This is an optimization exercise on Yosys and OpenROAD, whose aim is small area and a short achievable clock period, not a production implementation.
Function was not checked in any run shown here: the RTL went through the layout flow alone.

<file path="config.mk">
export PLATFORM = sky130hd
export DESIGN_NAME = cic_interpolator
export DESIGN_NICKNAME = cic_interpolator
export VERILOG_FILES = /design/flow/design.v
export SDC_FILE = /design/flow/constraint.sdc
export NUM_CORES = 4
export LEC_CHECK = 0
export CAP_MARGIN = 20
export CORE_MARGIN = 2
export CORE_UTILIZATION = 40
export PLACE_DENSITY = 0.6
export SETUP_SLACK_MARGIN = 3.2
export SLEW_MARGIN = 20
</file>
<file path="constraint.sdc">
create_clock -name core_clock -period 6.5 [get_ports {clock}]
set_input_delay 1.3000 -clock core_clock [delete_from_list [all_inputs] [get_ports {clock}]]
set_output_delay 1.3000 -clock core_clock [all_outputs]
set_load 0.01 [all_outputs]
</file>
<file path="design.v">
package cic_pkg;
  localparam int IN_WIDTH  = 18;
  localparam int OUT_WIDTH = 18;
  localparam int ACC_WIDTH = 42;
endpackage
module cic_round (
  input  logic [cic_pkg::ACC_WIDTH-1:0]  acc,
  input  logic [2:0]                     sel,
  output logic [cic_pkg::OUT_WIDTH-1:0]  slice,
  output logic                           rnd_bit
);
  always_comb begin
    case (sel)
      3'd0:    begin slice = acc[21:4];  rnd_bit = acc[3];  end
      3'd1:    begin slice = acc[25:8];  rnd_bit = acc[7];  end
      3'd2:    begin slice = acc[29:12]; rnd_bit = acc[11]; end
      3'd3:    begin slice = acc[33:16]; rnd_bit = acc[15]; end
      3'd4:    begin slice = acc[37:20]; rnd_bit = acc[19]; end
      default: begin slice = acc[41:24]; rnd_bit = acc[23]; end
    endcase
  end
endmodule
module cic_add #(
  parameter int W    = 42,
  parameter int KIND = 0
) (
  input  logic [W-1:0] a,
  input  logic [W-1:0] b,
  output logic [W-1:0] s
);
  localparam int L = $clog2(W);
  logic [W-1:0] g [0:2*L+1];
  logic [W-1:0] p [0:2*L+1];
  logic [W-1:0] p0;
  assign p0 = a ^ b;
  assign g[0] = a & b;
  assign p[0] = p0;
  generate
    if (KIND == 0) begin : g_sk
      for (genvar l = 0; l < L; l++) begin : lv
        for (genvar i = 0; i < W; i++) begin : bt
          if ((i >> l) & 1) begin : m
            localparam int J = ((i >> l) << l) - 1;
            assign g[l+1][i] = g[l][i] | (p[l][i] & g[l][J]);
            assign p[l+1][i] = p[l][i] & p[l][J];
          end else begin : k
            assign g[l+1][i] = g[l][i];
            assign p[l+1][i] = p[l][i];
          end
        end
      end
      assign s[0] = p0[0];
      assign s[W-1:1] = p0[W-1:1] ^ g[L][W-2:0];
    end else if (KIND == 1) begin : g_ks
      for (genvar l = 0; l < L; l++) begin : lv
        for (genvar i = 0; i < W; i++) begin : bt
          if (i >= (1 << l)) begin : m
            assign g[l+1][i] = g[l][i] | (p[l][i] & g[l][i-(1<<l)]);
            assign p[l+1][i] = p[l][i] & p[l][i-(1<<l)];
          end else begin : k
            assign g[l+1][i] = g[l][i];
            assign p[l+1][i] = p[l][i];
          end
        end
      end
      assign s[0] = p0[0];
      assign s[W-1:1] = p0[W-1:1] ^ g[L][W-2:0];
    end else if (KIND == 2) begin : g_bk
      for (genvar l = 0; l < L; l++) begin : up
        for (genvar i = 0; i < W; i++) begin : bt
          if ((i % (2 << l)) == (2 << l) - 1) begin : m
            assign g[l+1][i] = g[l][i] | (p[l][i] & g[l][i-(1<<l)]);
            assign p[l+1][i] = p[l][i] & p[l][i-(1<<l)];
          end else begin : k
            assign g[l+1][i] = g[l][i];
            assign p[l+1][i] = p[l][i];
          end
        end
      end
      for (genvar l = L - 2; l >= 0; l--) begin : dn
        for (genvar i = 0; i < W; i++) begin : bt
          if ((i % (2 << l)) == (1 << l) - 1 && i >= (2 << l)) begin : m
            assign g[2*L-1-l][i] = g[2*L-2-l][i] | (p[2*L-2-l][i] & g[2*L-2-l][i-(1<<l)]);
            assign p[2*L-1-l][i] = p[2*L-2-l][i] & p[2*L-2-l][i-(1<<l)];
          end else begin : k
            assign g[2*L-1-l][i] = g[2*L-2-l][i];
            assign p[2*L-1-l][i] = p[2*L-2-l][i];
          end
        end
      end
      assign s[0] = p0[0];
      assign s[W-1:1] = p0[W-1:1] ^ g[2*L-1][W-2:0];
    end else begin : g_hc
      for (genvar l = 0; l < L; l++) begin : lv
        for (genvar i = 0; i < W; i++) begin : bt
          if (l == 0 && (i % 2) == 1) begin : m0
            assign g[l+1][i] = g[l][i] | (p[l][i] & g[l][i-1]);
            assign p[l+1][i] = p[l][i] & p[l][i-1];
          end else if (l > 0 && (i % 2) == 1 && i >= (1 << l) + 1) begin : m
            assign g[l+1][i] = g[l][i] | (p[l][i] & g[l][i-(1<<l)]);
            assign p[l+1][i] = p[l][i] & p[l][i-(1<<l)];
          end else begin : k
            assign g[l+1][i] = g[l][i];
            assign p[l+1][i] = p[l][i];
          end
        end
      end
      for (genvar i = 0; i < W; i++) begin : ev
        if ((i % 2) == 0 && i >= 2) begin : m
          assign g[L+1][i] = g[L][i] | (p[L][i] & g[L][i-1]);
        end else begin : k
          assign g[L+1][i] = g[L][i];
        end
      end
      assign s[0] = p0[0];
      assign s[W-1:1] = p0[W-1:1] ^ g[L+1][W-2:0];
    end
  endgenerate
endmodule
module cic_interpolator (
  input  logic                clock,
  input  logic                reset_n,
  input  logic [5:0]          interpolation,
  input  logic                clear_underflow,
  output logic                underflow,
  input  logic                out_strobe,
  input  logic                in_valid,
  input  logic signed [17:0]  in_data,
  output logic                in_ready,
  output logic                out_valid,
  output logic signed [17:0]  out_data
);
  localparam int AW = cic_pkg::ACC_WIDTH;
  localparam int ADD_KIND = 2;
  logic [5:0]          phase_q;
  logic                phase_nz_q;
  logic signed [17:0]  comb_last0_q;
  logic signed [18:0]  comb1_q, comb_last1_q;
  logic signed [19:0]  comb2_q, comb_last2_q;
  logic signed [20:0]  comb3_q, comb_last3_q;
  logic signed [21:0]  comb4_q, comb_last4_q;
  logic signed [21:0]  integ1_q;
  logic [AW-1:0]       integ2_q, integ3_q, integ4_q, integ5_q;
  logic [17:0]         out_slice_q;
  logic                out_rnd_q;
  logic                out_valid_q;
  logic                underflow_q;
  logic                load_tick;
  logic                wrap;
  logic signed [17:0]  x;
  logic [2:0]          slice_sel;
  logic [AW-1:0]       sum2, sum3, sum4, sum5;
  logic [17:0]         slice;
  logic                rnd_bit;
  assign load_tick = out_strobe && !phase_nz_q;
  assign x         = in_valid ? in_data : 18'sd0;
  assign wrap      = ({1'b0, phase_q} + 7'd1) >= {1'b0, interpolation};
  always_comb begin
    if (interpolation < 6'd2 || interpolation > 6'd40) slice_sel = 3'd5;
    else if (interpolation <= 6'd2)  slice_sel = 3'd0;
    else if (interpolation <= 6'd4)  slice_sel = 3'd1;
    else if (interpolation <= 6'd8)  slice_sel = 3'd2;
    else if (interpolation <= 6'd16) slice_sel = 3'd3;
    else if (interpolation <= 6'd32) slice_sel = 3'd4;
    else                             slice_sel = 3'd5;
  end
  cic_add #(.W(AW), .KIND(ADD_KIND)) u_add2 (.a(integ2_q), .b(AW'(integ1_q)), .s(sum2));
  cic_add #(.W(AW), .KIND(ADD_KIND)) u_add3 (.a(integ3_q), .b(integ2_q), .s(sum3));
  cic_add #(.W(AW), .KIND(ADD_KIND)) u_add4 (.a(integ4_q), .b(integ3_q), .s(sum4));
  cic_add #(.W(AW), .KIND(ADD_KIND)) u_add5 (.a(integ5_q), .b(integ4_q), .s(sum5));
  cic_round u_round (
    .acc     (integ5_q),
    .sel     (slice_sel),
    .slice   (slice),
    .rnd_bit (rnd_bit)
  );
  always_ff @(posedge clock or negedge reset_n) begin
    if (!reset_n) begin
      phase_q      <= '0;
      phase_nz_q   <= 1'b0;
      comb_last0_q <= '0;
      comb1_q      <= '0;
      comb_last1_q <= '0;
      comb2_q      <= '0;
      comb_last2_q <= '0;
      comb3_q      <= '0;
      comb_last3_q <= '0;
      comb4_q      <= '0;
      comb_last4_q <= '0;
      integ1_q     <= '0;
      integ2_q     <= '0;
      integ3_q     <= '0;
      integ4_q     <= '0;
      integ5_q     <= '0;
      out_valid_q  <= 1'b0;
      underflow_q  <= 1'b0;
    end else begin
      if (out_strobe) begin
        phase_q      <= wrap ? 6'd0 : phase_q + 6'd1;
        phase_nz_q   <= !wrap;
        integ2_q     <= sum2;
        integ3_q     <= sum3;
        integ4_q     <= sum4;
        integ5_q     <= sum5;
      end
      if (load_tick) begin
        comb_last0_q <= x;
        comb1_q      <= x - comb_last0_q;
        comb_last1_q <= comb1_q;
        comb2_q      <= comb1_q - comb_last1_q;
        comb_last2_q <= comb2_q;
        comb3_q      <= comb2_q - comb_last2_q;
        comb_last3_q <= comb3_q;
        comb4_q      <= comb3_q - comb_last3_q;
        comb_last4_q <= comb4_q;
        integ1_q     <= comb_last4_q;
      end
      out_valid_q <= out_strobe;
      if (load_tick && !in_valid) underflow_q <= 1'b1;
      else if (clear_underflow)   underflow_q <= 1'b0;
    end
  end
  always_ff @(posedge clock) begin
    out_slice_q <= slice;
    out_rnd_q   <= rnd_bit;
  end
  assign in_ready  = load_tick;
  assign out_valid = out_valid_q;
  assign out_data  = out_slice_q + 18'(out_rnd_q);
  assign underflow = underflow_q;
endmodule
</file>
<file path="run.sh">
#!/bin/bash
# synth_recipe.tcl (not shown) runs the flow's synth.tcl, then flattens the netlist and writes it again
# the make line also repeats each setting of config.mk as NAME=value (left out here)
make -C /OpenROAD-flow-scripts/flow DESIGN_CONFIG=/design/flow/config.mk WORK_HOME=/design/flow/orfs CLKGATE_MAP_FILE= SYNTH_SCRIPT=/design/flow/synth_recipe.tcl finish
</file>
==> results of run 1 <==
[metal layers]
layer  vias to the layer above  GRT usage [%]  part of all wire [%]
li1                       9447              -                     -
met1                      9364           21.9                    44
met2                       268           31.3                    51
met3                        85           2.16                   2.7
met4                         0           4.45                   2.1
met5                         -              0                     0
[metrics by stage]
| step | util (%) | hold WS [ns] |
|---|---|---|
| 6_report | 47.0 | 0.461 |
| 5_1_grt | 47.0 | 0.478 |
| 4_1_cts | 46.1 | 0.452 |
| 3_5_place_dp | 42.5 | 0.449 |
| 3_3_place_gp | 42.5 | 0.448 |
| 2_1_floorplan | - | 0.433 |
[path summary, 6_finish.rpt]
check | startpoint | endpoint | slack [ns] | cells past startpoint
worst min register to register | comb_last4_q[7] | integ1_q[7] | 0.46 | 2
worst min-delay path | comb_last4_q[7] | integ1_q[7] | 0.46 | 2
worst max-delay path | integ3_q[0] | integ3_q[41] | 2.75 | 14
max in group asynchronous | reset_n | comb_last1_q[17] | 4.56 | 2
min in group asynchronous | reset_n | integ2_q[39] | 0.69 | 1
worst max register to register | integ3_q[0] | integ3_q[41] | 2.75 | 14
[cells in the mapped netlist (15+ instances only)]
| cell type | n |
|---|---|
| a211oi_1 | 15 |
| a21o_1 | 67 |
| a21oi_1 | 149 |
| a222oi_1 | 19 |
| a22oi_1 | 22 |
| a31oi_1 | 23 |
| and2_1 | 25 |
| and3_1 | 19 |
| buf_1 | 20 |
| clkbuf_1 | 60 |
| dfrtp_1 | 381 |
| dfxtp_1 | 19 |
| fa_1 | 88 |
| ha_1 | 243 |
| inv_1 | 169 |
| mux2_2 | 88 |
| mux2i_1 | 38 |
| nand2_1 | 345 |
| nand2b_1 | 24 |
| nand3_1 | 36 |
| nand4_1 | 20 |
| nor2_1 | 114 |
| nor2b_1 | 15 |
| nor3_1 | 34 |
| o21a_1 | 26 |
| o21ai_0 | 220 |
| o31ai_1 | 15 |
| xnor2_1 | 115 |
| xor2_1 | 36 |
[flip-flops by register name, summed over array words and instances (netlist names)]
name and count:
integ1_q 22, phase_nz_q 1, comb_last4_q 22, comb2_q 20
comb_last1_q 19, comb3_q 21, comb4_q 22, out_valid_q 1
comb1_q 19, comb_last0_q 18, out_slice_q 18, integ4_q 42
integ2_q 42, out_rnd_q 1, comb_last3_q 21, underflow_q 1
integ3_q 42, integ5_q 42, comb_last2_q 20, phase_q 6
[final cells by class]
class | count | area, µm² | share of cell area [%]
Timing Repair Buffer | 130 | 1250 | 4.16
Timing Repair inverter | 1 | 8.76 | 0.0291
Clock buffer | 67 | 1330 | 4.44
Inverter | 172 | 672 | 2.23
Sequential cell | 400 | 9930 | 33.0
Tap cell | 855 | 1070 | 3.56
Clock inverter | 14 | 154 | 0.512
Multi-Input combinational cell | 1957 | 15700 | 52.1
[logic make-up after synthesis]
group | share of synthesized area, %
AO/OA/AOI/OAI | 16.4
XOR/XNOR | 5.14
adder cells (fa/ha/maj) | 18.7
buffers and inverters | 3.76
flip-flops | 38.5
multiplexers | 5.33
AND/OR/NAND/NOR | 12.2
[worst max-delay path: stages (launching register included)]
cell and delay (ns):
dfrtp_1 0.41, ha_2 0.19, fa_2 0.38, a211oi_2 0.24
o211ai_1 0.18, a311o_2 0.40, o2111a_2 0.32, o311ai_4 0.25
o21ai_2 0.09, o31a_1 0.28, a31o_1 0.19, fa_2 0.33
xor2_1 0.14, nand2_1 0.08, xnor2_1 0.17
[repair_timing]
action | CTS | global route
cloned | 2 | 1
setup endpoints to repair | 97 | 108
pin swaps | 56 | 65
setup buffers | 39 | 25
resized for setup | 149 | 93
==> results.txt, run 1 <==
Share of final-layout standard cells stronger than drive strength 1 -> 15.1%
Largest net degree at the start of global routing -> 137
Cts bufs inserted -> 47
Critical Path End Type -> register
Post-route clock period utilization -> 57.6%
PortBufs -> 49
Number of setup violations in the final report -> 0
Number of slew-limit violations in the final report -> 0
Top area cells in the synthesized netlist -> dfrtp_1, ha_1, fa_1
Final instance area -> 30100 µm²
Max Freq -> 0.267 GHz
Width of the die -> 258 µm
Commonest cells after routing, fill and taps aside -> dfrtp_1, nand2_1, ha_1
Post-route minimum period -> 3.75 ns
Row count -> 93
Class of the most critical hold timing path -> reg2reg
Netlist area before placement -> 25700 µm²
Pre-CTS setup slack -> 2.00 ns
Routability congestion estimate from global placement -> 0.833
Synthesized flop and latch total -> 400
Top flip-flop cell by instance count after synthesis -> dfrtp_1
Layout net count -> 3069
Longest Clk Path Bufs -> 3
Worst EP required -> 6.98 ns
Final Skew -> 0.0320 ns
FILL cells -> 5910
Worst-Skew Late Latency -> 0.60 ns
Non-Filler Instances -> 3596
Final hold violations -> 0
Post-placement cell area -> 27200 µm²
Grt total ovfl -> 0
Run status -> timing/DRC/antenna clean
Synthesized area divided by synthesized cell count -> 9.86 µm²
Measured slew at the worst slew-check pin -> 0.888 ns
Clock tree root driver cell -> clkbuf_16
Number of antenna violations at the first check in global routing -> 0
Leading cell type in the layout, fill and taps excluded -> dfrtp_1
Number of sinks handled by clock tree synthesis -> 400
Cell total after placement -> 3448
Library cells used by synthesis -> 84
Half-perimeter wire length after detailed placement -> 39300 µm
Overall routing resource usage -> 17.4%
Number of nets in the synthesized netlist -> 2971
Routed length per placed instance -> 16.0 µm
Core Region -> 64000 µm²
Global-route wire length before repair -> 97800 µm
Share of Yosys cell area claimed by the top area cell type -> 37.0%
Die height -> 258 µm
Gate count after technology mapping -> 2611
Die area -> 66400 µm²
Number of maximum-capacitance violations -> 0
Number of design rule violations left after detail routing -> 0
Number of enable-type register cells in the synthesized netlist -> 0
Average via count per standard cell -> 5.33
Final antenna diode count -> 0
Setup repair after global routing missed its margin -> true
Post-detailed-routing wire length -> 57600 µm
Yosys warnings -> 5
Initial standard-cell utilization of the core -> 40.2%
Setup tns final -> 0 ns
Routed via count -> 19164
Minimum setup slack in the final design -> 2.75 ns
Slew headroom -> 40.8%
Number of global-route vias before repair -> 19641
Post-route antenna net violation count -> 0
Drt first pass iters -> 5
Largest driver fanout on the critical path -> 3
I/O pins -> 50
TritonCTS clock tree -> done
Fraction of registers with async set or reset after synthesis -> 95.3%
Critical path launch point type -> register
Arrival time of the worst setup path -> 4.22 ns
CP Class -> reg2reg
Signed area change from the synthesized netlist to the final layout -> 16.8%
Clock-pin transition on the worst setup and hold timing paths -> 0.06 ns
Synth area leader -> dfrtp_1
Count of hold buffers inserted by post-cts repair -> 0
CTS H-tree lvls -> 2
Part of the Yosys area used for sequential elements -> 38.5%
Iteration-0 DRC count of the detailed router -> 1089
==> run 2: changes to the inputs <==
--- a/design.v
+++ b/design.v
@@ -132,5 +132,5 @@
 );
   localparam int AW = cic_pkg::ACC_WIDTH;
-  localparam int ADD_KIND = 2;
+  localparam int ADD_KIND = 0;
   logic [5:0]          phase_q;
   logic                phase_nz_q;
==> run 2 against run 1 <==
Critical path depth fell by 1; still clean; routed wire length rose by 0.10%.
==> results.txt, run 2 <==
Final Skew -> 0.0196 ns (-0.0124 ns)
Average via count per standard cell -> 5.27 (-1.1%)
Global-route wire length before repair -> 97200 µm (-0.61%)
Slew headroom -> 34.6% (-6.2 points)
Core Region -> 62900 µm² (-1.8%)
CTS H-tree lvls -> 2 (unchanged)
Final hold violations -> 0 (unchanged)
Commonest cells after routing, fill and taps aside -> nand2_1, dfrtp_1, ha_1
Overall routing resource usage -> 17.6% (+0.27 points)
Post-route minimum period -> 3.53 ns (-0.216 ns)
GR Util met3 -> 2.31% (+0.15 points)
Busiest metal layer after global routing -> met2
Cts bufs inserted -> 47 (unchanged)
I/O pins -> 50 (unchanged)
Die height -> 256 µm (-0.81%)
Library cells used by synthesis -> 75 (-11%)
Number of antenna violations at the first check in global routing -> 0 (unchanged)
Synthesized area divided by synthesized cell count -> 9.53 µm² (-3.3%)
Yosys warnings -> 5 (unchanged)
Fraction of registers with async set or reset after synthesis -> 95.3% (unchanged)
Top area cells in the synthesized netlist -> dfrtp_1, ha_1, nand2_1
Share of Yosys cell area claimed by the top area cell type -> 37.7% (+0.62 points)
Routability congestion estimate from global placement -> 0.818 (-1.8%)
Top flip-flop cell by instance count after synthesis -> dfrtp_1
Critical-path cell with the highest stage delay -> fa_2
Class of the most critical hold timing path -> reg2reg
Drt first pass iters -> 5 (unchanged)
Global routing met2 resource utilization -> 32.2% (+0.90 points)
Measured slew at the worst slew-check pin -> 0.981 ns (+0.0931 ns)
Die area -> 65300 µm² (-1.6%)
Arrival time of the worst setup path -> 3.99 ns (-0.23 ns)
Number of global-route vias before repair -> 19699 (+0.30%)
Routed via count -> 19142 (-0.11%)
Clock-pin transition on the worst setup and hold timing paths -> 0.06 ns (about the same)
Layout net count -> 3058 (-0.36%)
Signed area change from the synthesized netlist to the final layout -> 17.2%
Critical Path End Type -> register
Part of the Yosys area used for sequential elements -> 39.2% (+0.65 points)
Worst EP required -> 6.96 ns (-0.02 ns)
Commonest cells in the synthesized netlist -> nand2_1, dfrtp_1, ha_1, o21ai_0, inv_1
Grt total ovfl -> 0 (unchanged)
Max Freq -> 0.283 GHz (+6.1%)
Final antenna diode count -> 0 (unchanged)
Most frequent cell after synthesis -> nand2_1
Routed length per placed instance -> 15.9 µm (-0.89%)
PortBufs -> 49 (unchanged)
Worst-Skew Late Latency -> 0.59 ns (about the same)
Number of setup violations in the final report -> 0 (unchanged)
Count of hold buffers inserted by post-cts repair -> 0 (unchanged)
Synth area leader -> dfrtp_1
Row count -> 92 (-1.1%)
Global Route met1 Usage -> 21.4% (-0.57 points)
Largest net degree at the start of global routing -> 144 (+5.1%)
Cell breakdown of the critical path -> buf_4 -> ha_2 -> fa_2 -> a211oi_4 -> o211ai_2 -> a41oi_4 -> a211o_1 -> a41oi_4 -> a221oi_4 -> o21ba_4 -> inv_2 -> fa_2 -> mux2_4
Largest driver fanout on the critical path -> 4 (+1)
Share of final-layout standard cells stronger than drive strength 1 -> 16.7% (+1.6 points)
Clock tree root driver cell -> clkbuf_16
Half-perimeter wire length after detailed placement -> 38300 µm (-2.4%)
CP peak stage delay -> 0.41 ns (about the same)
Post-route clock period utilization -> 54.3% (-3.3 points)
Number of slew-limit violations in the final report -> 0 (unchanged)
Setup tns final -> 0 ns (unchanged)
Number of design rule violations left after detail routing -> 0 (unchanged)
Initial standard-cell utilization of the core -> 40.3% (+0.060 points)
Number of enable-type register cells in the synthesized netlist -> 0 (unchanged)
Non-Filler Instances -> 3632 (+1.0%)
Number of sinks handled by clock tree synthesis -> 400 (unchanged)
Number of maximum-capacitance violations -> 0 (unchanged)
Longest Clk Path Bufs -> 3 (unchanged)
Width of the die -> 256 µm (-0.81%)
Run status -> timing/DRC/antenna clean
Iteration-0 DRC count of the detailed router -> 887 (-19%)
Post-route antenna net violation count -> 0 (unchanged)
Leading cell type in the layout, fill and taps excluded -> nand2_1
Number of nets in the synthesized netlist -> 2960 (-0.37%)
FILL cells -> 5858 (-0.88%)
End-of-flow core utilization -> 47.2% (+0.24 points)
Critical path launch point type -> register
TritonCTS clock tree -> done
Synthesized flop and latch total -> 400 (unchanged)
Gate count after technology mapping -> 2656 (+1.7%)
Setup repair after global routing missed its margin -> true
CP Class -> reg2reg
Netlist area before placement -> 25300 µm² (-1.6%)
Cell total after placement -> 3480 (+0.93%)
Post-detailed-routing wire length -> 57600 µm (+0.10%)
[run 2: kinds of logic (layout without fill, tap and decap cells)]
kind of cell | count (synthesis) | count (layout) | share of synthesized area, %
xor+xnor | 202 | 202 | 6.99
compound gates | 662 | 662 | 16.7
buf+inv | 252 | 380 | 3.74
mux | 139 | 139 | 6.13
simple gates | 726 | 728 | 12.8
flops | 400 | 400 | 39.2
fa+ha+maj | 275 | 275 | 14.4
[run 2: final cells by class]
class / instances / area [µm²] / area share (%)
inverter: 167 / 646 / 2.18
timing repair buffer: 130 / 1210 / 4.08
timing repair inverter: 2 / 17.5 / 0.0590
tap: 846 / 1060 / 3.57
sequential: 400 / 9920 / 33.4
clock buffer: 68 / 1320 / 4.43
multi-input combinational: 2006 / 15300 / 51.7
clock inverter: 13 / 161 / 0.544
[run 2: critical path, delay by kind of cell, from the launching register on]
family          cells  cell delay (ns)
compound gates      7             1.62
fa+ha+maj           3             0.95
mux                 1             0.26
buf+inv             2             0.20
flops               1             0.39
[run 2: metrics by stage]
stage          cell area (µm²)  hold slack (ns)  setup slack (ns)
2_1_floorplan            25500            0.435              2.56
3_3_place_gp             26800            0.447              1.68
3_5_place_dp             26800            0.449              1.67
4_1_cts                  29200            0.464              2.96
5_1_grt                  29700            0.498              2.80
6_report                 29700            0.463              2.97
[run 2: routing by layer]
metal	up-vias	wire length [µm]
met4	0	1530
met3	91	1660
met5	-	0
met2	243	29700
li1	9518	-
met1	9290	24700
[run 2: path summary, 6_finish.rpt]
kind / from / to / slack, ns / depth (start not counted)
hold reg to reg: comb4_q[2] / comb_last4_q[2] / 0.46 / 2
setup / recovery: integ4_q[0] / integ4_q[32] / 2.97 / 13
hold / removal: comb4_q[2] / comb_last4_q[2] / 0.46 / 2
setup reg to reg: integ4_q[0] / integ4_q[32] / 2.97 / 13
max in group asynchronous: reset_n / integ5_q[4] / 4.12 / 2
min in group asynchronous: reset_n / integ2_q[25] / 0.76 / 1
[run 2: what timing repair did]
action,in CTS,in global routing
gates resized for setup,162,90
buffers inserted,44,21
pin swaps,87,67
setup endpoints to repair,115,118
cloned,6,0
==> run 3: changes to the inputs <==
--- a/design.v
+++ b/design.v
@@ -27,4 +27,5 @@
   input  logic [W-1:0] a,
   input  logic [W-1:0] b,
+  input  logic         ci,
   output logic [W-1:0] s
 );
@@ -34,5 +35,5 @@
   logic [W-1:0] p0;
   assign p0 = a ^ b;
-  assign g[0] = a & b;
+  assign g[0] = {a[W-1:1] & b[W-1:1], (a[0] & b[0]) | (p0[0] & ci)};
   assign p[0] = p0;
   generate
@@ -50,5 +51,5 @@
         end
       end
-      assign s[0] = p0[0];
+      assign s[0] = p0[0] ^ ci;
       assign s[W-1:1] = p0[W-1:1] ^ g[L][W-2:0];
     end else if (KIND == 1) begin : g_ks
@@ -64,5 +65,5 @@
         end
       end
-      assign s[0] = p0[0];
+      assign s[0] = p0[0] ^ ci;
       assign s[W-1:1] = p0[W-1:1] ^ g[L][W-2:0];
     end else if (KIND == 2) begin : g_bk
@@ -89,5 +90,5 @@
         end
       end
-      assign s[0] = p0[0];
+      assign s[0] = p0[0] ^ ci;
       assign s[W-1:1] = p0[W-1:1] ^ g[2*L-1][W-2:0];
     end else begin : g_hc
@@ -113,5 +114,5 @@
         end
       end
-      assign s[0] = p0[0];
+      assign s[0] = p0[0] ^ ci;
       assign s[W-1:1] = p0[W-1:1] ^ g[L+1][W-2:0];
     end
@@ -131,14 +132,14 @@
   output logic signed [17:0]  out_data
 );
-  localparam int AW = cic_pkg::ACC_WIDTH;
-  localparam int ADD_KIND = 0;
+  localparam int AW   = cic_pkg::ACC_WIDTH;
+  localparam int KIND = 0;
   logic [5:0]          phase_q;
   logic                phase_nz_q;
-  logic signed [17:0]  comb_last0_q;
-  logic signed [18:0]  comb1_q, comb_last1_q;
-  logic signed [19:0]  comb2_q, comb_last2_q;
-  logic signed [20:0]  comb3_q, comb_last3_q;
-  logic signed [21:0]  comb4_q, comb_last4_q;
-  logic signed [21:0]  integ1_q;
+  logic [17:0]         comb_last0_q;
+  logic [18:0]         comb1_q, comb_last1_q;
+  logic [19:0]         comb2_q, comb_last2_q;
+  logic [20:0]         comb3_q, comb_last3_q;
+  logic [21:0]         comb4_q, comb_last4_q;
+  logic [21:0]         integ1_q;
   logic [AW-1:0]       integ2_q, integ3_q, integ4_q, integ5_q;
   logic [17:0]         out_slice_q;
@@ -148,12 +149,29 @@
   logic                load_tick;
   logic                wrap;
-  logic signed [17:0]  x;
+  logic [17:0]         x;
+  logic [18:0]         comb1_d;
+  logic [19:0]         comb2_d;
+  logic [20:0]         comb3_d;
+  logic [21:0]         comb4_d;
+  logic [AW-1:0]       sum2, sum3, sum4, sum5;
   logic [2:0]          slice_sel;
-  logic [AW-1:0]       sum2, sum3, sum4, sum5;
   logic [17:0]         slice;
   logic                rnd_bit;
   assign load_tick = out_strobe && !phase_nz_q;
-  assign x         = in_valid ? in_data : 18'sd0;
+  assign x         = in_valid ? in_data : 18'd0;
   assign wrap      = ({1'b0, phase_q} + 7'd1) >= {1'b0, interpolation};
+  cic_add #(.W(19), .KIND(KIND)) u_comb1 (
+    .a({x[17], x}), .b(~{comb_last0_q[17], comb_last0_q}), .ci(1'b1), .s(comb1_d));
+  cic_add #(.W(20), .KIND(KIND)) u_comb2 (
+    .a({comb1_q[18], comb1_q}), .b(~{comb_last1_q[18], comb_last1_q}), .ci(1'b1), .s(comb2_d));
+  cic_add #(.W(21), .KIND(KIND)) u_comb3 (
+    .a({comb2_q[19], comb2_q}), .b(~{comb_last2_q[19], comb_last2_q}), .ci(1'b1), .s(comb3_d));
+  cic_add #(.W(22), .KIND(KIND)) u_comb4 (
+    .a({comb3_q[20], comb3_q}), .b(~{comb_last3_q[20], comb_last3_q}), .ci(1'b1), .s(comb4_d));
+  cic_add #(.W(AW), .KIND(KIND)) u_add2 (
+    .a(integ2_q), .b({{(AW-22){integ1_q[21]}}, integ1_q}), .ci(1'b0), .s(sum2));
+  cic_add #(.W(AW), .KIND(KIND)) u_add3 (.a(integ3_q), .b(integ2_q), .ci(1'b0), .s(sum3));
+  cic_add #(.W(AW), .KIND(KIND)) u_add4 (.a(integ4_q), .b(integ3_q), .ci(1'b0), .s(sum4));
+  cic_add #(.W(AW), .KIND(KIND)) u_add5 (.a(integ5_q), .b(integ4_q), .ci(1'b0), .s(sum5));
   always_comb begin
     if (interpolation < 6'd2 || interpolation > 6'd40) slice_sel = 3'd5;
@@ -165,8 +183,4 @@
     else                             slice_sel = 3'd5;
   end
-  cic_add #(.W(AW), .KIND(ADD_KIND)) u_add2 (.a(integ2_q), .b(AW'(integ1_q)), .s(sum2));
-  cic_add #(.W(AW), .KIND(ADD_KIND)) u_add3 (.a(integ3_q), .b(integ2_q), .s(sum3));
-  cic_add #(.W(AW), .KIND(ADD_KIND)) u_add4 (.a(integ4_q), .b(integ3_q), .s(sum4));
-  cic_add #(.W(AW), .KIND(ADD_KIND)) u_add5 (.a(integ5_q), .b(integ4_q), .s(sum5));
   cic_round u_round (
     .acc     (integ5_q),
@@ -197,20 +211,20 @@
     end else begin
       if (out_strobe) begin
-        phase_q      <= wrap ? 6'd0 : phase_q + 6'd1;
-        phase_nz_q   <= !wrap;
-        integ2_q     <= sum2;
-        integ3_q     <= sum3;
-        integ4_q     <= sum4;
-        integ5_q     <= sum5;
+        phase_q    <= wrap ? 6'd0 : phase_q + 6'd1;
+        phase_nz_q <= !wrap;
+        integ2_q   <= sum2;
+        integ3_q   <= sum3;
+        integ4_q   <= sum4;
+        integ5_q   <= sum5;
       end
       if (load_tick) begin
         comb_last0_q <= x;
-        comb1_q      <= x - comb_last0_q;
+        comb1_q      <= comb1_d;
         comb_last1_q <= comb1_q;
-        comb2_q      <= comb1_q - comb_last1_q;
+        comb2_q      <= comb2_d;
         comb_last2_q <= comb2_q;
-        comb3_q      <= comb2_q - comb_last2_q;
+        comb3_q      <= comb3_d;
         comb_last3_q <= comb3_q;
-        comb4_q      <= comb3_q - comb_last3_q;
+        comb4_q      <= comb4_d;
         comb_last4_q <= comb4_q;
         integ1_q     <= comb_last4_q;
==> run 3 against run 2 <==
Global-route usage shrank 0.83 points; synthesized cell count shrank 3.5%; routed wire length is 6.7% lower; critical path depth fell by 5; sequential share of layout area grew 0.056 points; still clean; final area is 0.18% lower; largest cell class unchanged.
==> results.txt, run 3 <==
Width of the die -> 255 µm (-0.24%)
WL met1 -> 24100 µm (-2.5%)
Post-placement cell area -> 26600 µm² (-0.62%)
Longest Clk Path Bufs -> 3 (unchanged)
Cell total after placement -> 3384 (-2.8%)
Synthesized area divided by synthesized cell count -> 9.83 µm² (+3.1%)
Combinational family with the most area after synthesis -> compound AO/OA/AOI/OAI gates
Number of design rule violations left after detail routing -> 0 (unchanged)
First element of the critical path -> out_slice_q[3]
Clock-pin transition on the worst setup and hold timing paths -> 0.06 ns (about the same)
Cell repeated most along the worst path -> and3_4
FILL cells -> 5845 (-0.22%)
Reg-to-Reg End -> integ4_q[32]
Initial standard-cell utilization of the core -> 40.2% (-0.046 points)
Grt total ovfl -> 0 (unchanged)
Die area -> 65000 µm² (-0.47%)
CP peak stage delay -> 0.34 ns (-0.07 ns)
Minimum setup slack in the final design -> 3.05 ns (+0.0820 ns)
Number of sinks handled by clock tree synthesis -> 400 (unchanged)
Routability congestion estimate from global placement -> 0.822 (+0.56%)
Final antenna diode count -> 0 (unchanged)
Post-synthesis mux area share -> 5.98% (-0.14 points)
Class of the most critical hold timing path -> reg2reg
Measured slew at the worst slew-check pin -> 0.934 ns (-0.0464 ns)
Cts bufs inserted -> 49 (+4.3%)
Slew headroom -> 37.7% (+3.1 points)
Layout net count -> 2979 (-2.6%)
Worst EP required -> 5.20 ns (-1.76 ns)
TritonCTS clock tree -> done
Met2 Wirelength -> 26700 µm (-10%)
Half-perimeter wire length after detailed placement -> 35800 µm (-6.6%)
Commonest cells in the synthesized netlist -> dfrtp_1, nand2_1, ha_1, o21ai_0, inv_1
Number of cell instances on the worst register-to-register path -> 12 (-1)
Synthesized-area fraction occupied by ao, oa, aoi and oai cells -> 16.8% (+0.076 points)
Run status -> timing/DRC/antenna clean
Fraction of registers with async set or reset after synthesis -> 95.3% (unchanged)
Instance count along the most critical hold path -> 2 (unchanged)
Post-route antenna net violation count -> 0 (unchanged)
Max Freq -> 0.290 GHz (+2.4%)
Leading cell type in the layout, fill and taps excluded -> dfrtp_1
Post-detailed-routing wire length -> 53800 µm (-6.7%)
Row count -> 92 (unchanged)
Global-route wire length before repair -> 91600 µm (-5.7%)
Post-route clock period utilization -> 53.0% (-1.3 points)
Final instance area -> 29600 µm² (-0.18%)
Setup tns final -> 0 ns (unchanged)
Average via count per standard cell -> 5.27 (about the same)
Clock tree root driver cell -> clkbuf_16
Worst-Skew Late Latency -> 0.59 ns (about the same)
Routed via count -> 18706 (-2.3%)
Number of maximum-capacitance violations -> 0 (unchanged)
Commonest cells after routing, fill and taps aside -> dfrtp_1, nand2_1, ha_1
Arrival time of the worst setup path -> 2.15 ns (-1.84 ns)
Number of global-route vias before repair -> 18852 (-4.3%)
Most frequent cell after synthesis -> dfrtp_1
Die height -> 255 µm (-0.24%)
Number of nets in the synthesized netlist -> 2879 (-2.7%)
Overall routing resource usage -> 16.8% (-0.83 points)
Number of setup violations in the final report -> 0 (unchanged)
Share of final-layout standard cells stronger than drive strength 1 -> 17.6% (+0.88 points)
Critical Path End Type -> primary output
Tightest hold margin -> 0.457 ns (-0.00696 ns)
Number of antenna violations at the first check in global routing -> 0 (unchanged)
Post-route minimum period -> 3.45 ns (-0.0820 ns)
Iteration-0 DRC count of the detailed router -> 1168 (+32%)
I/O pins -> 50 (unchanged)
CP Class -> reg2out
Uppermost layer routed -> met4
PortBufs -> 49 (unchanged)
Cell breakdown of the critical path -> and3_4 -> and3_4 -> nand4_1 -> buf_4 -> buf_6 -> nor2_4 -> xor2_1 -> buf_2
Xor-xnor portion of the synthesized cell area -> 6.15% (-0.84 points)
Launch instance of the worst register-to-register path -> integ3_q[0]
Part of the Yosys area used for sequential elements -> 39.3% (+0.19 points)
Setup repair after global routing missed its margin -> true
Adder-Cell Fraction of Synth Area -> 15.6% (+1.1 points)
Top flip-flop cell by instance count after synthesis -> dfrtp_1
Min-Delay Startpoint -> comb_last4_q[11]
Largest driver fanout on the critical path -> 3 (-1)
Share of Yosys cell area claimed by the top area cell type -> 37.8% (+0.18 points)
Hold worst-path end -> integ1_q[11]
CTS H-tree lvls -> 2 (unchanged)
Library cells used by synthesis -> 94 (+25%)
Final hold violations -> 0 (unchanged)
Signed area change from the synthesized netlist to the final layout -> 17.6%
Critical path launch point type -> register
Pre-CTS setup slack -> 1.31 ns (-0.364 ns)
Yosys warnings -> 17 (+12)
Drt first pass iters -> 8 (+3)
Netlist area before placement -> 25200 µm² (-0.48%)
Critical-path cell with the highest stage delay -> dfxtp_2
Non-Filler Instances -> 3549 (-2.3%)
Top area cells in the synthesized netlist -> dfrtp_1, ha_1, mux2_2
Gate count after technology mapping -> 2563 (-3.5%)
Core Region -> 62600 µm² (-0.37%)
Register-to-register setup slack -> 3.06 ns (+0.09 ns)
Post-synthesis simple-gate area fraction -> 12.3% (-0.55 points)
Number of enable-type register cells in the synthesized netlist -> 0 (unchanged)
Routed wl met3 -> 1660 µm (about the same)
Synth area leader -> dfrtp_1
Largest net degree at the start of global routing -> 194 (+35%)
End-of-flow core utilization -> 47.3% (+0.088 points)
Synthesized flop and latch total -> 400 (unchanged)
Routed length per placed instance -> 15.2 µm (-4.5%)
Final Skew -> 0.0194 ns (-0.000224 ns)
Number of slew-limit violations in the final report -> 0 (unchanged)
## run 3: area by class of cell
class / instances / area, µm² / share of cell area, %
Clock buffer: 72 / 1430 / 4.84
Clock inverter: 19 / 233 / 0.785
Inverter: 172 / 654 / 2.21
Multi-Input combinational cell: 1906 / 15100 / 50.9
Sequential cell: 400 / 9920 / 33.5
Tap cell: 846 / 1060 / 3.57
Timing Repair Buffer: 134 / 1240 / 4.20
## run 3: routing by layer
layer / vias to the layer above / track usage, %
met5: - / 0
met4: 0 / 4.81
met3: 81 / 2.05
met2: 240 / 29.6
met1: 9072 / 21.6
li1: 9313 / -
## run 3: how the worst max path moves through the flow
stage | endpoint | cells past startpoint
3_5_place_dp | comb1_q[16] | 16
6_report | out_data[11] | 8
5_1_grt | out_data[17] | 8
4_1_cts | integ4_q[40] | 13
3_3_place_gp | comb1_q[16] | 16
2_1_floorplan | comb1_q[16] | 16
## run 3: what timing repair did
action | CTS | global route
gates cloned | 3 | 1
gates resized for setup | 139 | 93
pin swaps | 55 | 85
buffers inserted | 35 | 35
setup endpoints to repair | 85 | 76
hold buffers | 0 | 0
## run 3: kinds of logic (layout without fill, tap and decap cells)
group / Yosys count / after routing
AND/OR/NAND/NOR: 673 / 675
flip-flops: 400 / 400
AO/OA/AOI/OAI: 632 / 632
buffers and inverters: 259 / 397
multiplexers: 135 / 135
XOR/XNOR: 177 / 177
adder cells (fa/ha/maj): 287 / 287
## run 3: critical path, delay by kind of cell (launching register included)
family,cells,cell delay (ns)
simple gates,4,0.61
flops,1,0.34
xor+xnor,1,0.16
buf+inv,3,0.45
==> run 4: changes to the inputs <==
--- a/config.mk
+++ b/config.mk
@@ -8,6 +8,8 @@
 export CAP_MARGIN = 20
 export CORE_MARGIN = 2
-export CORE_UTILIZATION = 40
-export PLACE_DENSITY = 0.6
+export CORE_UTILIZATION = 60
+export CTS_BUF_LIST = sky130_fd_sc_hd__clkbuf_8
+export CTS_CLUSTER_SIZE = 30
+export PLACE_DENSITY = 0.7
 export SETUP_SLACK_MARGIN = 3.2
 export SLEW_MARGIN = 20
==> run 4 against run 3 <==
Largest cell class unchanged; clock skew increased by 0.0088 ns; sequential share of layout area up 0.92 points; utilization is 22 points higher; setup slack lost 0.057 ns; maximum frequency down 1.6%; die area shrank 33%; final cell count is 7.6% lower; flip-flop and latch count unchanged; still clean.
==> results.txt, run 4 <==
Run status -> timing/DRC/antenna clean
Iteration-0 DRC count of the detailed router -> 1041 (-11%)
Initial standard-cell utilization of the core -> 60.5% (+20 points)
Minimum setup slack in the final design -> 3.00 ns (-0.0571 ns)
Clock tree root driver cell -> clkbuf_8
CP peak stage delay -> 0.34 ns (about the same)
Number of maximum-capacitance violations -> 0 (unchanged)
Clock-pin transition on the worst setup and hold timing paths -> 0.06 ns (about the same)
Largest net degree at the start of global routing -> 191 (-1.5%)
Gate count after technology mapping -> 2563 (unchanged)
Number of cell instances on the worst register-to-register path -> 14 (+2)
Signed area change from the synthesized netlist to the final layout -> 14.4%
Slew headroom -> 42.5% (+4.8 points)
Post-route antenna net violation count -> 0 (unchanged)
Global-route wire length before repair -> 92000 µm (+0.41%)
Critical Path End Type -> primary output
Final Skew -> 0.0282 ns (+0.00881 ns)
I/O pins -> 50 (unchanged)
Commonest cells after routing, fill and taps aside -> dfrtp_1, nand2_1, ha_1
Leading cell type in the layout, fill and taps excluded -> dfrtp_1
Post-route minimum period -> 3.50 ns (+0.0571 ns)
Cts bufs inserted -> 72 (+47%)
Share of final-layout standard cells stronger than drive strength 1 -> 17.5% (-0.091 points)
Die height -> 209 µm (-18%)
Synth area leader -> dfrtp_1
Critical-path cell with the highest stage delay -> dfxtp_2
Number of nets in the synthesized netlist -> 2879 (unchanged)
Measured slew at the worst slew-check pin -> 0.862 ns (-0.0726 ns)
Width of the die -> 209 µm (-18%)
Instance count along the most critical hold path -> 2 (unchanged)
Row count -> 75 (-18%)
Library cells used by synthesis -> 94 (unchanged)
Final antenna diode count -> 0 (unchanged)
Number of setup violations in the final report -> 0 (unchanged)
TritonCTS clock tree -> done
Largest driver fanout on the critical path -> 3 (unchanged)
Arrival time of the worst setup path -> 2.20 ns (+0.05 ns)
PortBufs -> 49 (unchanged)
Number of slew-limit violations in the final report -> 0 (unchanged)
Routability congestion estimate from global placement -> 0.840 (+2.1%)
Pre-CTS setup slack -> 1.43 ns (+0.117 ns)
Routed length per placed instance -> 16.6 µm (+9.8%)
Synthesized flop and latch total -> 400 (unchanged)
Critical path launch point type -> register
Core Region -> 41700 µm² (-33%)
CP Class -> reg2out
Half-perimeter wire length after detailed placement -> 36200 µm (+1.0%)
Synthesized area divided by synthesized cell count -> 9.83 µm² (unchanged)
Layout net count -> 3002 (+0.77%)
Routed via count -> 18917 (+1.1%)
Count of hold buffers inserted by post-cts repair -> 0 (unchanged)
Final hold violations -> 0 (unchanged)
Cell breakdown of the critical path -> and3_4 -> and3_4 -> nand4_1 -> nor2_2 -> buf_4 -> buf_6 -> nand4_1 -> xnor2_1 -> buf_2
Average via count per standard cell -> 5.77 (+9.5%)
Longest Clk Path Bufs -> 3 (unchanged)
Top flip-flop cell by instance count after synthesis -> dfrtp_1
Max Freq -> 0.285 GHz (-1.6%)
Part of the Yosys area used for sequential elements -> 39.3% (unchanged)
Share of Yosys cell area claimed by the top area cell type -> 37.8% (unchanged)
Die area -> 43600 µm² (-33%)
Worst EP required -> 5.20 ns (about the same)
Number of sinks handled by clock tree synthesis -> 400 (unchanged)
Most frequent cell after synthesis -> dfrtp_1
Setup tns final -> 0 ns (unchanged)
Yosys warnings -> 17 (unchanged)
Commonest cells in the synthesized netlist -> dfrtp_1, nand2_1, ha_1, o21ai_0, inv_1
Post-route clock period utilization -> 53.9% (+0.88 points)
Cell total after placement -> 3075 (-9.1%)
Number of design rule violations left after detail routing -> 0 (unchanged)
Drt first pass iters -> 8 (unchanged)
Setup repair after global routing missed its margin -> true
Post-detailed-routing wire length -> 54600 µm (+1.4%)
Netlist area before placement -> 25200 µm² (unchanged)
Number of global-route vias before repair -> 19093 (+1.3%)
Overall routing resource usage -> 25.4% (+8.6 points)
Fraction of registers with async set or reset after synthesis -> 95.3% (unchanged)
Class of the most critical hold timing path -> reg2reg
Number of antenna violations at the first check in global routing -> 0 (unchanged)
Non-Filler Instances -> 3279 (-7.6%)
Number of enable-type register cells in the synthesized netlist -> 0 (unchanged)
Worst-Skew Late Latency -> 0.63 ns (+0.04 ns)
Top area cells in the synthesized netlist -> dfrtp_1, ha_1, mux2_2
Grt total ovfl -> 0 (unchanged)
CTS H-tree lvls -> 3 (+1)
==> run 4: cell counts after synthesis <==
No cell type changed its count.
==> run 4: worst max-delay path, delay by kind of cell (launching register included) <==
family	cells	cell delay (ns)
simple gates	5	0.75
buf+inv	3	0.36
flops	1	0.34
xor+xnor	1	0.14
==> run 4: repair_timing <==
| item | CTS | global route |
|---|---|---|
| gates resized for setup | 147 | 47 |
| pin swaps | 53 | 52 |
| cloned | 4 | 0 |
| buffers inserted | 44 | 26 |
| setup endpoints to repair | 163 | 83 |
==> run 4: kinds of logic (layout without fill, tap and decap cells) <==
| group | count (synthesis) | in the layout | synth area share, % |
|---|---|---|---|
| xor gates and xnor gates | 177 | 177 | 6.15 |
| buffers and inverters | 259 | 434 | 3.86 |
| muxes | 135 | 135 | 5.98 |
| adders and majority gates | 287 | 287 | 15.6 |
| DFF | 400 | 400 | 39.3 |
| and+or+nand+nor | 673 | 675 | 12.3 |
| AOI/OAI and AO/OA | 632 | 632 | 16.8 |
==> run 4: path summary, 6_finish.rpt <==
check | startpoint | endpoint | slack (ns)
setup / recovery | out_slice_q[2] | out_data[17] | 3.00
hold reg to reg | comb4_q[0] | comb_last4_q[0] | 0.46
max in group asynchronous | reset_n | comb_last0_q[9] | 4.51
min in group asynchronous | reset_n | integ2_q[37] | 0.60
hold / removal | comb4_q[0] | comb_last4_q[0] | 0.46
setup reg to reg | integ3_q[0] | integ4_q[38] | 3.09
==> run 4: final cells by class <==
class,count,area [µm²]
clock buffer,88,1210
clock inverter,40,245
fill,3211,12800
inverter,172,652
multi-input combinational,1906,14900
sequential,400,9920
tap,539,674
timing repair buffer,134,1270
==> run 4: layer usage <==
layer | vias up | share of wire [%] | track usage [%]
li1 | 9322 | - | -
met1 | 9201 | 42 | 31.0
met4 | 0 | 2.8 | 9.43
met2 | 288 | 52 | 45.6
met5 | - | 0 | 0
met3 | 106 | 3.6 | 3.76
==> run 4: through the flow <==
step	area, µm²	hold slack [ns]	utilization (%)
5_1_grt	28800	0.475	69.2
3_3_place_gp	26200	0.447	62.9
4_1_cts	28400	0.464	68.2
3_5_place_dp	26200	0.450	62.9
6_report	28800	0.461	69.2
2_1_floorplan	25300	0.435	-
==> run 5: changes to the inputs <==
--- a/design.v
+++ b/design.v
@@ -143,6 +143,5 @@
   logic [21:0]         integ1_q;
   logic [AW-1:0]       integ2_q, integ3_q, integ4_q, integ5_q;
-  logic [17:0]         out_slice_q;
-  logic                out_rnd_q;
+  logic [17:0]         out_data_q;
   logic                out_valid_q;
   logic                underflow_q;
@@ -236,10 +235,9 @@
   end
   always_ff @(posedge clock) begin
-    out_slice_q <= slice;
-    out_rnd_q   <= rnd_bit;
+    out_data_q <= slice + 18'(rnd_bit);
   end
   assign in_ready  = load_tick;
   assign out_valid = out_valid_q;
-  assign out_data  = out_slice_q + 18'(out_rnd_q);
+  assign out_data  = out_data_q;
   assign underflow = underflow_q;
 endmodule
--- a/config.mk
+++ b/config.mk
@@ -8,8 +8,6 @@
 export CAP_MARGIN = 20
 export CORE_MARGIN = 2
-export CORE_UTILIZATION = 60
-export CTS_BUF_LIST = sky130_fd_sc_hd__clkbuf_8
-export CTS_CLUSTER_SIZE = 30
-export PLACE_DENSITY = 0.7
+export CORE_UTILIZATION = 40
+export PLACE_DENSITY = 0.6
 export SETUP_SLACK_MARGIN = 3.2
 export SLEW_MARGIN = 20
==> run 5 against run 4 <==
Final cell count rose by 8.4%; worst hold slack improved by 0.0026 ns; die area rose by 48%; still clean; synthesized cell count rose by 0.35%; routed wire length rose by 6.5%; area after synthesis fell by 0.70%.
==> results.txt, run 5 <==
Run status -> timing/DRC/antenna clean
Final hold violations -> 0 (unchanged)
Number of nets in the synthesized netlist -> 2888 (+0.31%)
Longest Clk Path Bufs -> 3 (unchanged)
Layout net count -> 2998 (-0.13%)
Global routing met2 resource utilization -> 33.0% (-13 points)
Global Route met1 Usage -> 21.8% (-9.2 points)
Most frequent cell after synthesis -> dfrtp_1
Post-detailed-routing wire length -> 58100 µm (+6.5%)
Setup tns final -> 0 ns (unchanged)
Share of final-layout standard cells stronger than drive strength 1 -> 16.6% (-0.85 points)
Average via count per standard cell -> 5.30 (-8.1%)
Arrival time of the worst setup path -> 3.97 ns (+1.77 ns)
Die area -> 64600 µm² (+48%)
CP peak stage delay -> 0.53 ns (+0.19 ns)
Worst EP required -> 6.95 ns (+1.75 ns)
Post-route antenna net violation count -> 0 (unchanged)
Max Freq -> 0.284 GHz (-0.53%)
Routed length per placed instance -> 16.4 µm (-1.7%)
Synthesized area divided by synthesized cell count -> 9.73 µm² (-1.0%)
Routability congestion estimate from global placement -> 0.855 (+1.7%)
Routed via count -> 18833 (-0.44%)
Row count -> 91 (+21%)
Number of setup violations in the final report -> 0 (unchanged)
Class of the most critical hold timing path -> reg2reg
Overall routing resource usage -> 18.0% (-7.4 points)
Share of Yosys cell area claimed by the top area cell type -> 38.1% (+0.27 points)
FILL cells -> 5687 (+77%)
Grt total ovfl -> 0 (unchanged)
Width of the die -> 254 µm (+22%)
Clock-pin transition on the worst setup and hold timing paths -> 0.06 ns (about the same)
Signed area change from the synthesized netlist to the final layout -> 17.5%
Worst-Skew Late Latency -> 0.58 ns (-0.05 ns)
Commonest cells after routing, fill and taps aside -> dfrtp_1, nand2_1, ha_1
Library cells used by synthesis -> 82 (-13%)
Half-perimeter wire length after detailed placement -> 38100 µm (+5.4%)
Instance count along the most critical hold path -> 2 (unchanged)
Iteration-0 DRC count of the detailed router -> 1252 (+20%)
CTS H-tree lvls -> 2 (-1)
Synth area leader -> dfrtp_1
Top flip-flop cell by instance count after synthesis -> dfrtp_1
Number of global-route vias before repair -> 19246 (+0.80%)
Top area cells in the synthesized netlist -> dfrtp_1, ha_1, nand2_1
Final Skew -> 0.0203 ns (-0.00785 ns)
Critical path launch point type -> input pin
TritonCTS clock tree -> done
Number of maximum-capacitance violations -> 0 (unchanged)
Largest net degree at the start of global routing -> 187 (-2.1%)
Critical Path End Type -> register
Commonest cells in the synthesized netlist -> dfrtp_1, nand2_1, ha_1, o21ai_0, inv_1
Drt first pass iters -> 8 (unchanged)
Netlist area before placement -> 25000 µm² (-0.70%)
Cell family with the largest share of critical-path delay -> compound AO/OA/AOI/OAI gates
Slew headroom -> 31.9% (-11 points)
Yosys warnings -> 17 (unchanged)
CP Class -> in2reg
Gate count after technology mapping -> 2572 (+0.35%)
Number of sinks handled by clock tree synthesis -> 399 (-0.25%)
Leading cell type in the layout, fill and taps excluded -> dfrtp_1
Number of design rule violations left after detail routing -> 0 (unchanged)
Number of cell instances on the worst register-to-register path -> 13 (-1)
Post-route minimum period -> 3.52 ns (+0.0186 ns)
Global-route wire length before repair -> 95400 µm (+3.7%)
Clock tree root driver cell -> clkbuf_16
PortBufs -> 49 (unchanged)
Buffer and inverter count on the worst path -> 2 (-1)
Final antenna diode count -> 0 (unchanged)
Core Region -> 61800 µm² (+48%)
Number of enable-type register cells in the synthesized netlist -> 0 (unchanged)
Part of the Yosys area used for sequential elements -> 39.5% (+0.20 points)
Crit. path cell count -> 16 (+7)
GR Util met3 -> 2.46% (-1.3 points)
Die height -> 254 µm (+22%)
Setup repair after global routing missed its margin -> true
Number of antenna violations at the first check in global routing -> 1 (+1)
Tightest hold margin -> 0.464 ns (+0.00262 ns)
Number of slew-limit violations in the final report -> 0 (unchanged)
I/O pins -> 50 (unchanged)
Post-route clock period utilization -> 54.2% (+0.29 points)
Busiest metal layer after global routing -> met2
Synthesized flop and latch total -> 399 (-0.25%)
Initial standard-cell utilization of the core -> 40.5% (-20 points)
Cell breakdown of the critical path -> buf_12 -> nand2_4 -> ha_4 -> fa_2 -> nor2b_2 -> o21a_1 -> o21a_1 -> o21ai_4 -> a211oi_2 -> nor2_1 -> a21oi_2 -> a221oi_2 -> o21bai_1 -> inv_1 -> fa_2 -> o21ai_2
Largest driver fanout on the critical path -> 4 (+1)
Cts bufs inserted -> 45 (-38%)
Fraction of registers with async set or reset after synthesis -> 95.5% (+0.24 points)
Critical-path cell with the highest stage delay -> fa_2
Measured slew at the worst slew-check pin -> 1.02 ns (+0.160 ns)
==> run 5: cell count changes after synthesis, sizes merged, moves of 8 or more <==
cell,before,now
mux2,125,108
nand2b,18,31
clkbuf,73,63
a21o,91,70
or3,9,18
xor2,68,87
o21ai,205,238
a21oi,120,132
a31oi,31,23
nand2,360,368
xnor2,109,98
==> run 5: cells by family after synthesis <==
group / synth area share, %
DFF: 39.5
adders and majority gates: 15.7
and+or+nand+nor: 12.9
buffers and inverters: 3.78
xor gates and xnor gates: 6.48
muxes: 5.30
AOI/OAI and AO/OA: 16.3
==> run 5: path summary, 6_finish.rpt <==
kind	start	endpoint	slack, ns
worst max-delay path	in_valid	comb1_q[16]	2.98
worst min-delay path	comb4_q[1]	comb_last4_q[1]	0.46
worst max register to register	integ4_q[5]	integ5_q[22]	3.25
worst min register to register	comb4_q[1]	comb_last4_q[1]	0.46
max in group asynchronous	reset_n	integ5_q[5]	4.33
min in group asynchronous	reset_n	out_valid_q	0.68
==> run 5: layer usage <==
metal / part of all wire, % / up-vias
met5: 0 / -
met4: 3.0 / 0
met3: 3.7 / 101
met2: 51 / 320
met1: 42 / 9105
li1: - / 9307
==> run 5: final cells by class <==
type                    instances  area (µm²)  share of cell area [%]
multi-input cells            1932       15000                    51.0
flip-flops and latches        399        9900                    33.7
clock buffers                  67        1320                    4.49
repair buffers                139        1310                    4.44
well taps                     837        1050                    3.56
inverters                     165         658                    2.24
clock inverters                15         161                   0.549
==> run 5: repair_timing <==
item | CTS | global route
setup endpoints to repair | 70 | 43
pin swaps | 43 | 75
buffers inserted | 37 | 42
resized for setup | 106 | 90
gates cloned | 7 | 2
hold buffers | 0 | 0
==> run 5: worst register-to-register path: stages (launching register included) <==
cell	delay, ns
dfrtp_2	0.43
ha_4	0.26
a21o_1	0.18
or3_1	0.33
o21ba_4	0.22
o21ba_4	0.23
or2_4	0.24
a21o_1	0.22
buf_4	0.14
buf_4	0.13
a21o_1	0.20
a21oi_2	0.20
xnor2_1	0.08
mux2_2	0.26
==> run 5: metrics by stage <==
step	instance area (µm²)	utilization [%]	instances	setup WS (ns)
3_5_place_dp	26500	42.8	3384	1.54
2_1_floorplan	25200	-	2572	2.54
5_1_grt	29400	47.5	3554	2.87
4_1_cts	28700	46.5	3510	3.07
6_report	29400	47.5	3554	2.98
3_3_place_gp	26500	42.8	3384	1.54
==> run 6: changes to the inputs <==
--- a/design.v
+++ b/design.v
@@ -133,5 +133,5 @@
 );
   localparam int AW   = cic_pkg::ACC_WIDTH;
-  localparam int KIND = 0;
+  localparam int KIND = 1;
   logic [5:0]          phase_q;
   logic                phase_nz_q;
==> run 6 against run 5 <==
Non-clock buffer count grew 26; critical path type is now reg2reg; final cell count grew 14%; maximum frequency grew 5.8%; highest routed layer unchanged; routed wire length grew 16%; clock skew grew 0.0096 ns; first-iteration DRC count is essentially flat; via count grew 17%.
==> results.txt, run 6 <==
Run status -> timing/DRC/antenna clean
Post-placement cell area -> 28600 µm² (+8.1%)
Routed length per placed instance -> 16.6 µm (+1.7%)
Largest net degree at the start of global routing -> 158 (-16%)
Fraction of registers with async set or reset after synthesis -> 95.5% (unchanged)
Iteration-0 DRC count of the detailed router -> 1251 (-0.080%)
Row count -> 95 (+4.4%)
Synthesized area divided by synthesized cell count -> 9.02 µm² (-7.3%)
TritonCTS clock tree -> done
Commonest cells in the synthesized netlist -> nand2_1, dfrtp_1, o21ai_0, ha_1, a21oi_1
Global Route met1 Usage -> 24.0% (+2.2 points)
First element of the critical path -> integ2_q[16]
Average via count per standard cell -> 5.47 (+3.1%)
Signed area change from the synthesized netlist to the final layout -> 18.7%
Post-route antenna net violation count -> 0 (unchanged)
Netlist area before placement -> 27200 µm² (+8.6%)
Critical Path End Type -> register
Non-Filler Instances -> 4045 (+14%)
Busiest metal layer after global routing -> met2
Setup tns final -> 0 ns (unchanged)
Width of the die -> 265 µm (+4.2%)
Post-detailed-routing wire length -> 67300 µm (+16%)
Post-route clock period utilization -> 51.2% (-3.0 points)
Number of maximum-capacitance violations -> 0 (unchanged)
Final hold violations -> 0 (unchanged)
Part of the Yosys area used for sequential elements -> 36.4% (-3.1 points)
Cell total after placement -> 3851 (+14%)
Number of nets in the synthesized netlist -> 3300 (+14%)
I/O pins -> 50 (unchanged)
Clock tree root driver cell -> clkbuf_16
Worst-Skew Late Latency -> 0.60 ns (+0.02 ns)
Drt first pass iters -> 5 (-3)
Number of enable-type register cells in the synthesized netlist -> 0 (unchanged)
Yosys warnings -> 17 (unchanged)
Minimum setup slack in the final design -> 3.17 ns (+0.193 ns)
End-of-flow core utilization -> 48.0% (+0.49 points)
Worst EP required -> 6.96 ns (about the same)
Critical path launch point type -> register
Half-perimeter wire length after detailed placement -> 46300 µm (+22%)
Setup repair after global routing missed its margin -> true
Leading cell type in the layout, fill and taps excluded -> nand2_1
Cts bufs inserted -> 47 (+4.4%)
Number of setup violations in the final report -> 0 (unchanged)
Routed via count -> 22108 (+17%)
Top flip-flop cell by instance count after synthesis -> dfrtp_1
Number of slew-limit violations in the final report -> 0 (unchanged)
Arrival time of the worst setup path -> 3.79 ns (-0.18 ns)
Number of sinks handled by clock tree synthesis -> 399 (unchanged)
Number of design rule violations left after detail routing -> 0 (unchanged)
Top area cells in the synthesized netlist -> dfrtp_1, ha_1, nand2_1
Most frequent cell after synthesis -> nand2_1
Synthesized flop and latch total -> 399 (unchanged)
Share of Yosys cell area claimed by the top area cell type -> 35.1% (-3.0 points)
Overall routing resource usage -> 19.1% (+1.0 points)
Number of cell instances on the worst register-to-register path -> 14 (+1)
Initial standard-cell utilization of the core -> 40.5% (about the same)
Max Freq -> 0.300 GHz (+5.8%)
Library cells used by synthesis -> 89 (+8.5%)
Capture point of the critical path -> integ2_q[41]
Min-Delay Startpoint -> comb4_q[5]
Synth area leader -> dfrtp_1
Die area -> 70000 µm² (+8.5%)
Gate count after technology mapping -> 3012 (+17%)
Number of antenna violations at the first check in global routing -> 0 (-1)
FILL cells -> 6255 (+10%)
Core Region -> 67200 µm² (+8.6%)
Layout net count -> 3422 (+14%)
Post-route minimum period -> 3.33 ns (-0.193 ns)
CP Class -> reg2reg
Final Skew -> 0.0300 ns (+0.00963 ns)
Routability congestion estimate from global placement -> 0.863 (+0.97%)
GR Util met3 -> 2.29% (-0.17 points)
Count of hold buffers inserted by post-cts repair -> 0 (unchanged)
Die height -> 265 µm (+4.2%)
Commonest cells after routing, fill and taps aside -> nand2_1, dfrtp_1, o21ai_0
Register-to-register setup slack -> 3.17 ns (-0.08 ns)
Global-route wire length before repair -> 111000 µm (+17%)
Measured slew at the worst slew-check pin -> 0.983 ns (-0.0385 ns)
Longest Clk Path Bufs -> 3 (unchanged)
Launch instance of the worst register-to-register path -> integ2_q[16]
Tightest hold margin -> 0.461 ns (-0.00233 ns)
Class of the most critical hold timing path -> reg2reg
Final antenna diode count -> 0 (unchanged)
CTS H-tree lvls -> 2 (unchanged)
Global routing met2 resource utilization -> 34.0% (+1.1 points)
PortBufs -> 49 (unchanged)
Pre-CTS setup slack -> 1.45 ns (-0.0958 ns)
Final instance area -> 32200 µm² (+9.7%)
Reg-to-Reg End -> integ2_q[41]
Grt total ovfl -> 0 (unchanged)
Clock-pin transition on the worst setup and hold timing paths -> 0.06 ns (about the same)
Number of global-route vias before repair -> 22117 (+15%)
Slew headroom -> 34.5% (+2.6 points)
Largest driver fanout on the critical path -> 4 (unchanged)
Share of final-layout standard cells stronger than drive strength 1 -> 18.0% (+1.4 points)
## run 6: metal layers
metal,share of wire [%],routed length [µm]
met5,0,0
met4,2.6,1760
met3,3.6,2400
met2,50,33600
met1,44,29500
## run 6: worst min path at each step
stage                            to  slack [ns]  cells after the start
floorplan              integ5_q[41]        0.44                      1
global placement        integ1_q[5]        0.45                      2
detailed placement      integ1_q[7]        0.45                      2
CTS                 comb_last4_q[5]        0.47                      2
global route        comb_last4_q[6]        0.49                      2
finish              comb_last4_q[5]        0.46                      2
## run 6: kinds of logic after synthesis
family | synth area share, %
buffers and inverters | 3.70
adders and majority gates | 12.1
AOI/OAI and AO/OA | 20.6
muxes | 5.56
DFF | 36.4
xor gates and xnor gates | 6.90
and+or+nand+nor | 14.7
## run 6: final cells by class
class	instances	area, µm²	share of cell area (%)
Clock inverter	18	236	0.733
Timing Repair Buffer	165	1440	4.46
Tap cell	873	1090	3.39
Multi-Input combinational cell	2351	17500	54.4
Clock buffer	69	1390	4.31
Inverter	170	643	1.99
Sequential cell	399	9920	30.8
## run 6: worst max-delay path, stage by stage (launching register included)
cell	delay, ns
dfrtp_2	0.43
ha_4	0.25
a21o_1	0.19
a311o_1	0.34
or3_4	0.36
a221oi_4	0.27
o41ai_4	0.12
buf_4	0.17
a311oi_2	0.25
buf_4	0.17
a21oi_4	0.06
a211oi_2	0.23
xnor2_1	0.14
nand2_1	0.08
xnor2_1	0.17
## run 6: timing repair
action / in CTS / in global routing
cloned: 4 / 1
setup buffers: 51 / 51
setup endpoints to repair: 149 / 83
pin swaps: 52 / 91
gates resized for setup: 143 / 173

==> separate check: timing with driven ports <==
Ports are ideal in the flow. The routed layouts listed here were re-timed in OpenROAD.
Step 1 sets driving cells, clkbuf_16 on the clock port and buf_2 on the other inputs (assumed; they add their load-dependent delay and slew).
Step 2 also shifts input and output timing later by t, the mid clock arrival at the registers, as if the neighbouring blocks saw the same clock.
a / b / c = ideal / step 1 / step 2; a / b = the first two.
| run | t, ns | setup slack, ns | worst setup path after step 2 |
|---|---|---|---|
| run 1 | 0.644 | 2.755 / 2.755 / 2.740 | input to register |
| run 2 | 0.641 | 2.970 / 2.970 / 2.359 | input to register |
| run 3 | 0.635 | 3.052 / 2.997 / 2.486 | input to register |
| run 4 | 0.673 | 2.995 / 2.939 / 2.392 | input to register |
| run 5 | 0.631 | 2.977 / 2.964 / 2.333 | input to register |
| run 6 | 0.649 | 3.170 / 3.077 / 2.612 | input to register |
After both steps setup and hold are still met in every run listed. For run 5, which loses most, drivers alone change the setup slack by -0.013 ns; drivers and shift together by -0.644 ns.
